What follows belongs to an exercise in optimizing a design on an open flow for small area and few clock cycles; a production flow would make more cautious choices. The RTL was checked by simulation tests, not by an equivalence proof against the original design. No activity file was given, so power comes from the tool's default toggle rates.

==> flow/design.v <==
package ti_pkg;
    localparam int FLIT_W = 32;
    typedef logic [FLIT_W-1:0] flit_t;       
    localparam int HEADER_SIZE = 13;
    typedef logic [3:0] hdr_idx_t;           
    typedef logic [7:0] task_idx_t;
    typedef logic [7:0] app_id_t;
    localparam flit_t MESSAGE_DELIVERY = 32'h0000_0001;
    localparam flit_t TASK_ALLOCATION  = 32'h0000_0040;
    localparam flit_t APP_ALLOCATION_REQUEST = 32'h0000_0240;
    localparam flit_t APP_MAPPING_COMPLETE   = 32'h0000_0241;
    localparam int SIZE_WORDS = 4;
endpackage
module noc_receiver (
    input  logic            clk_i,
    input  logic            rst_ni,
    input  logic            noc_rx_i,
    input  ti_pkg::flit_t   noc_data_i,
    input  logic            tgt_take_i,    
    input  logic            tgt_last_i,    
    output logic            noc_credit_o,
    output logic            tgt_valid_o,   
    output ti_pkg::app_id_t app_id_o
);
    logic [3:0]      hc_q;       
    ti_pkg::flit_t   rem_q;      
    logic            svc_q;      
    logic            alc_q;      
    ti_pkg::app_id_t app_q;
    logic xfer, at_tgt, pkt_end;
    ti_pkg::flit_t rem_dec;
    always_comb begin
        logic nz;
        nz = 1'b0;
        for (int i = 0; i < ti_pkg::FLIT_W; i++) begin
            rem_dec[i] = rem_q[i] ^ (xfer && !nz);
            nz         = nz | rem_q[i];
        end
    end
    assign at_tgt       = alc_q && hc_q == 4'd15;
    assign noc_credit_o = at_tgt ? tgt_take_i : 1'b1;
    assign tgt_valid_o  = at_tgt && noc_rx_i;
    assign xfer         = noc_rx_i && noc_credit_o;
    assign pkt_end      = hc_q >= 4'd2 && rem_q == 32'd1;
    always_ff @(posedge clk_i or negedge rst_ni) begin
        if (!rst_ni) begin
            hc_q  <= '0;
            alc_q <= 1'b0;
        end else if (xfer) begin
            if (pkt_end)
                hc_q <= '0;
            else if (hc_q != 4'd15)
                hc_q <= hc_q + 4'd1;
            if (pkt_end || (at_tgt && tgt_last_i))
                alc_q <= 1'b0;
            else if (hc_q == 4'd13 && svc_q && noc_data_i == ti_pkg::APP_ALLOCATION_REQUEST)
                alc_q <= 1'b1;
        end
    end
    always_ff @(posedge clk_i) begin
        rem_q <= (xfer && hc_q == 4'd1) ? noc_data_i : rem_dec;
        if (xfer) begin
            if (hc_q == 4'd2)
                svc_q <= noc_data_i == ti_pkg::MESSAGE_DELIVERY;
            if (hc_q == 4'd14 && alc_q)
                app_q <= noc_data_i[7:0];
        end
    end
    assign app_id_o = app_q;
endmodule
module task_injector #(
    parameter ti_pkg::flit_t MAPPER_ADDRESS = 32'h0000_0000,
    parameter int            MAX_PAYLOAD    = 32
) (
    input  logic          clk_i,
    input  logic          rst_ni,
    input  logic          src_rx_i,
    input  ti_pkg::flit_t src_data_i,
    output logic          src_credit_o,
    output logic          noc_tx_o,
    output ti_pkg::flit_t noc_data_o,
    input  logic          noc_credit_i,
    input  logic          noc_rx_i,
    input  ti_pkg::flit_t noc_data_i,
    output logic          noc_credit_o
);
    localparam int          W     = ti_pkg::FLIT_W;
    localparam ti_pkg::flit_t K44 = ti_pkg::flit_t'(4 * (ti_pkg::HEADER_SIZE - 2));
    localparam logic [3:0] CODE = 4'd13;
    localparam logic [3:0] IDLE = 4'd15;
    localparam logic [1:0] PH_NONE = 2'd0;    
    localparam logic [1:0] PH_TEXT = 2'd1;    
    localparam logic [1:0] PH_SUM  = 2'd2;    
    localparam logic [1:0] PH_REST = 2'd3;    
    logic [3:0]      st_q;
    logic [1:0]      ph_q;
    ti_pkg::flit_t   acc_q;
    logic [4:0]      task_q, ntask_q;
    ti_pkg::app_id_t app_id;
    logic            tgt_valid, tgt_take, last_task, src_xfer, tx_xfer, code_end;
    logic            in_h01, ld_text, add_data, wrap;
    ti_pkg::flit_t   aop, dop, sum;
    assign in_h01    = st_q == 4'd0 || st_q == 4'd1;
    assign ld_text   = in_h01 && ph_q == PH_NONE;
    assign add_data  = in_h01 && ph_q == PH_TEXT && src_rx_i;
    assign last_task = task_q + 5'd1 == ntask_q;
    assign tgt_take  = st_q == 4'd0 && noc_credit_i;
    assign src_xfer  = src_rx_i && src_credit_o;
    assign tx_xfer   = noc_tx_o && noc_credit_i;
    assign code_end  = (st_q == 4'd12 && acc_q[W-1:2] == '0)
                       || (st_q == CODE && acc_q[W-1:2] == 30'd1);
    logic add_src, sub_src, sub_43, set_44, in_code, cin;
    assign set_44  = ld_text;
    assign add_src = ld_text || add_data || (st_q == 4'd10 && src_rx_i && noc_credit_i);
    assign sub_src = !in_h01 && ph_q == PH_SUM;
    assign sub_43  = ph_q == PH_REST;
    assign in_code = st_q == CODE;
    assign cin     = in_code && !(src_rx_i && noc_credit_i);
    assign aop = set_44 ? K44 : {acc_q[W-1:2], acc_q[1:0] | {2{in_code}}};
    assign dop = ({W{add_src}} & src_data_i) | ({W{sub_src}} & ~src_data_i)
               | (sub_43 ? -(K44 - 32'd1) : '0) | (in_code ? -32'd4 : '0);
    always_comb begin
        ti_pkg::flit_t g, p;
        g = aop & dop;
        p = aop ^ dop;
        g[0] = g[0] | (p[0] & cin);
        for (int l = 0; l < 5; l++)
            for (int i = 0; i < W; i++)
                if ((i >> l) & 1) begin
                    g[i] = g[i] | (p[i] & g[((i >> l) << l) - 1]);
                    p[i] = p[i] & p[((i >> l) << l) - 1];
                end
        sum = (aop ^ dop) ^ {g[W-2:0], cin};
    end
    assign wrap = !(|acc_q[W-1:6]) && (!acc_q[5] || (!acc_q[4] && !(acc_q[3] && acc_q[2])));
    noc_receiver u_receiver (
        .clk_i, .rst_ni, .noc_rx_i, .noc_data_i,
        .tgt_take_i  (tgt_take),
        .tgt_last_i  (last_task),
        .noc_credit_o,
        .tgt_valid_o (tgt_valid),
        .app_id_o    (app_id)
    );
    logic s_noc, s_len, s_acc, s_src;
    assign s_noc = st_q == 4'd0;
    assign s_len = st_q == 4'd1;
    assign s_acc = st_q == 4'd10;
    assign s_src = st_q == 4'd9 || st_q >= 4'd11;
    assign noc_data_o = ({W{s_noc}} & noc_data_i)
                      | ({W{s_len}} & {1'b0, wrap, acc_q[W-1:2]})
                      | ({W{s_acc}} & acc_q)
                      | ({W{s_src}} & src_data_i)
                      | ((st_q == 4'd2) ? ti_pkg::TASK_ALLOCATION : '0)
                      | ((st_q == 4'd3) ? {16'h0000, app_id, 3'b000, task_q} : '0)
                      | ((st_q == 4'd4) ? MAPPER_ADDRESS : '0);
    always_comb begin
        noc_tx_o     = 1'b0;
        src_credit_o = 1'b0;
        case (st_q)
            4'd0: begin
                noc_tx_o     = tgt_valid;
                src_credit_o = ph_q == PH_NONE;
            end
            4'd1: begin
                noc_tx_o     = ph_q == PH_SUM;
                src_credit_o = ph_q == PH_NONE;
            end
            4'd2, 4'd3, 4'd4, 4'd5, 4'd6, 4'd7, 4'd8: noc_tx_o = 1'b1;
            4'd9: noc_tx_o = src_rx_i;
            4'd10, 4'd11, 4'd12, CODE: begin
                noc_tx_o     = src_rx_i;
                src_credit_o = noc_credit_i;
            end
            default: src_credit_o = 1'b1;     
        endcase
    end
    always_ff @(posedge clk_i or negedge rst_ni) begin
        if (!rst_ni) begin
            st_q <= IDLE;
        end else if (st_q == IDLE) begin
            if (src_rx_i)
                st_q <= 4'd0;
        end else if (tx_xfer) begin
            if (code_end)
                st_q <= last_task ? IDLE : 4'd0;
            else if (st_q != CODE)
                st_q <= st_q + 4'd1;
        end
    end
    always_ff @(posedge clk_i) begin
        if (st_q == IDLE) begin
            ntask_q <= src_data_i[4:0];
            task_q  <= '0;
            ph_q    <= PH_NONE;
        end else if (tx_xfer && code_end) begin
            task_q  <= task_q + 5'd1;
            ph_q    <= PH_NONE;
        end else if (src_xfer && ld_text) begin
            ph_q    <= PH_TEXT;
        end else if (add_data) begin
            ph_q    <= PH_SUM;
        end else if (sub_src) begin
            ph_q    <= PH_REST;
        end else if (sub_43) begin
            ph_q    <= PH_NONE;
        end
        acc_q <= sum;
    end
endmodule
Settings: LEC_CHECK=0, CAP_MARGIN=20, CORE_MARGIN=2, CORE_UTILIZATION=40, CTS_BUF_LIST=sky130_fd_sc_hd__clkbuf_8, SLEW_MARGIN=20, BUFFER_PORTS_ARGS=-buffer_cell sky130_fd_sc_hd__buf_1; clock period 6.5 ns.
standard.sh (not shown) runs the stock make flow with config.mk's settings and CLKGATE_MAP_FILE= SYNTH_SCRIPT=/design/flow/synth_recipe.tcl, a recipe that flattens the netlist after the stock synthesis.
==> flow/flow/run.sh <==
#!/bin/bash
# The standard layout (standard.sh), except that the port buffers that global
# placement inserts on every input and output are buf_1 cells.
set -euo pipefail
echo "export BUFFER_PORTS_ARGS = -buffer_cell sky130_fd_sc_hd__buf_1" >> config.mk
bash standard.sh > standard.log 2>&1
The first run completed with no timing, DRC or antenna violations.
Testbench counts at the start, summed over its fixed seeds: cycles 39,247.
Change:
--- a/flow/design.v
+++ b/flow/design.v
@@ -92,5 +92,4 @@
     localparam logic [1:0] PH_TEXT = 2'd1;    
     localparam logic [1:0] PH_SUM  = 2'd2;    
-    localparam logic [1:0] PH_REST = 2'd3;    
     logic [3:0]      st_q;
     logic [1:0]      ph_q;
@@ -110,26 +109,27 @@
     assign code_end  = (st_q == 4'd12 && acc_q[W-1:2] == '0)
                        || (st_q == CODE && acc_q[W-1:2] == 30'd1);
-    logic add_src, sub_src, sub_43, set_44, in_code, cin;
-    assign set_44  = ld_text;
-    assign add_src = ld_text || add_data || (st_q == 4'd10 && src_rx_i && noc_credit_i);
-    assign sub_src = !in_h01 && ph_q == PH_SUM;
-    assign sub_43  = ph_q == PH_REST;
-    assign in_code = st_q == CODE;
-    assign cin     = in_code && !(src_rx_i && noc_credit_i);
-    assign aop = set_44 ? K44 : {acc_q[W-1:2], acc_q[1:0] | {2{in_code}}};
+    logic add_src, sub_src, sub_43, sub_4;
+    assign add_src = (ld_text && src_rx_i) || add_data || (st_q == 4'd10 && tx_xfer);
+    assign sub_src = st_q == 4'd2 && tx_xfer;
+    assign sub_43  = st_q == 4'd3 && tx_xfer;
+    assign sub_4   = st_q == CODE && tx_xfer;
+    assign aop = (ld_text && src_rx_i) ? K44 : acc_q;
     assign dop = ({W{add_src}} & src_data_i) | ({W{sub_src}} & ~src_data_i)
-               | (sub_43 ? -(K44 - 32'd1) : '0) | (in_code ? -32'd4 : '0);
+               | (sub_43 ? -(K44 - 32'd1) : '0) | (sub_4 ? -32'd4 : '0);
     always_comb begin
         ti_pkg::flit_t g, p;
         g = aop & dop;
         p = aop ^ dop;
-        g[0] = g[0] | (p[0] & cin);
-        for (int l = 0; l < 5; l++)
-            for (int i = 0; i < W; i++)
-                if ((i >> l) & 1) begin
-                    g[i] = g[i] | (p[i] & g[((i >> l) << l) - 1]);
-                    p[i] = p[i] & p[((i >> l) << l) - 1];
-                end
-        sum = (aop ^ dop) ^ {g[W-2:0], cin};
+        for (int l = 1; l < W; l = 2 * l)
+            for (int i = 2 * l - 1; i < W; i += 2 * l) begin
+                g[i] = g[i] | (p[i] & g[i-l]);
+                p[i] = p[i] & p[i-l];
+            end
+        for (int l = W / 4; l >= 1; l = l / 2)
+            for (int i = 3 * l - 1; i < W; i += 2 * l) begin
+                g[i] = g[i] | (p[i] & g[i-l]);
+                p[i] = p[i] & p[i-l];
+            end
+        sum = (aop ^ dop) ^ {g[W-2:0], 1'b0};
     end
     assign wrap = !(|acc_q[W-1:6]) && (!acc_q[5] || (!acc_q[4] && !(acc_q[3] && acc_q[2])));
@@ -200,8 +200,4 @@
         end else if (add_data) begin
             ph_q    <= PH_SUM;
-        end else if (sub_src) begin
-            ph_q    <= PH_REST;
-        end else if (sub_43) begin
-            ph_q    <= PH_NONE;
         end
         acc_q <= sum;
After rerunning: The changed run completed without violations. Via count drops by 0.45%. Utilization drops by 0.64 points. Cell area climbs by 1.5%. Clock power drops by 5.0%. Flip-flop and latch count is unchanged. Die area climbs by 1.7%.
Testbench counts after the change, summed over its fixed seeds: cycles 39,247.

[port drivers added, routing unchanged]
The flow's constraints put no driver on any port. The routed layouts listed below were extracted and timed again, unchanged, in two steps.
Step 1, drivers: a clkbuf_16 drives clk_i and a buf_2 each remaining input, both assumed.
Step 2, shift: input delay + t, output delay - t, t = (earliest + latest rising clock arrival at the registers) / 2. This alone moves slack from input paths to output paths.
Three values: ideal ports, drivers, drivers and shift; two values: the first two.
| run | t (ns) | setup slack, ns | slew at the worst register clock pin (ns) |
|---|---|---|---|
| the first run | 0.427 | 1.358 / 1.358 / 1.358 | 0.11 / 0.11 |
| the second run | 0.433 | 0.779 / 0.779 / 0.444 | 0.11 / 0.11 |
After both steps setup and hold are still met in every run listed. For the second run, which loses most, drivers alone change the setup slack by 0.000 ns; drivers and shift together by -0.335 ns.
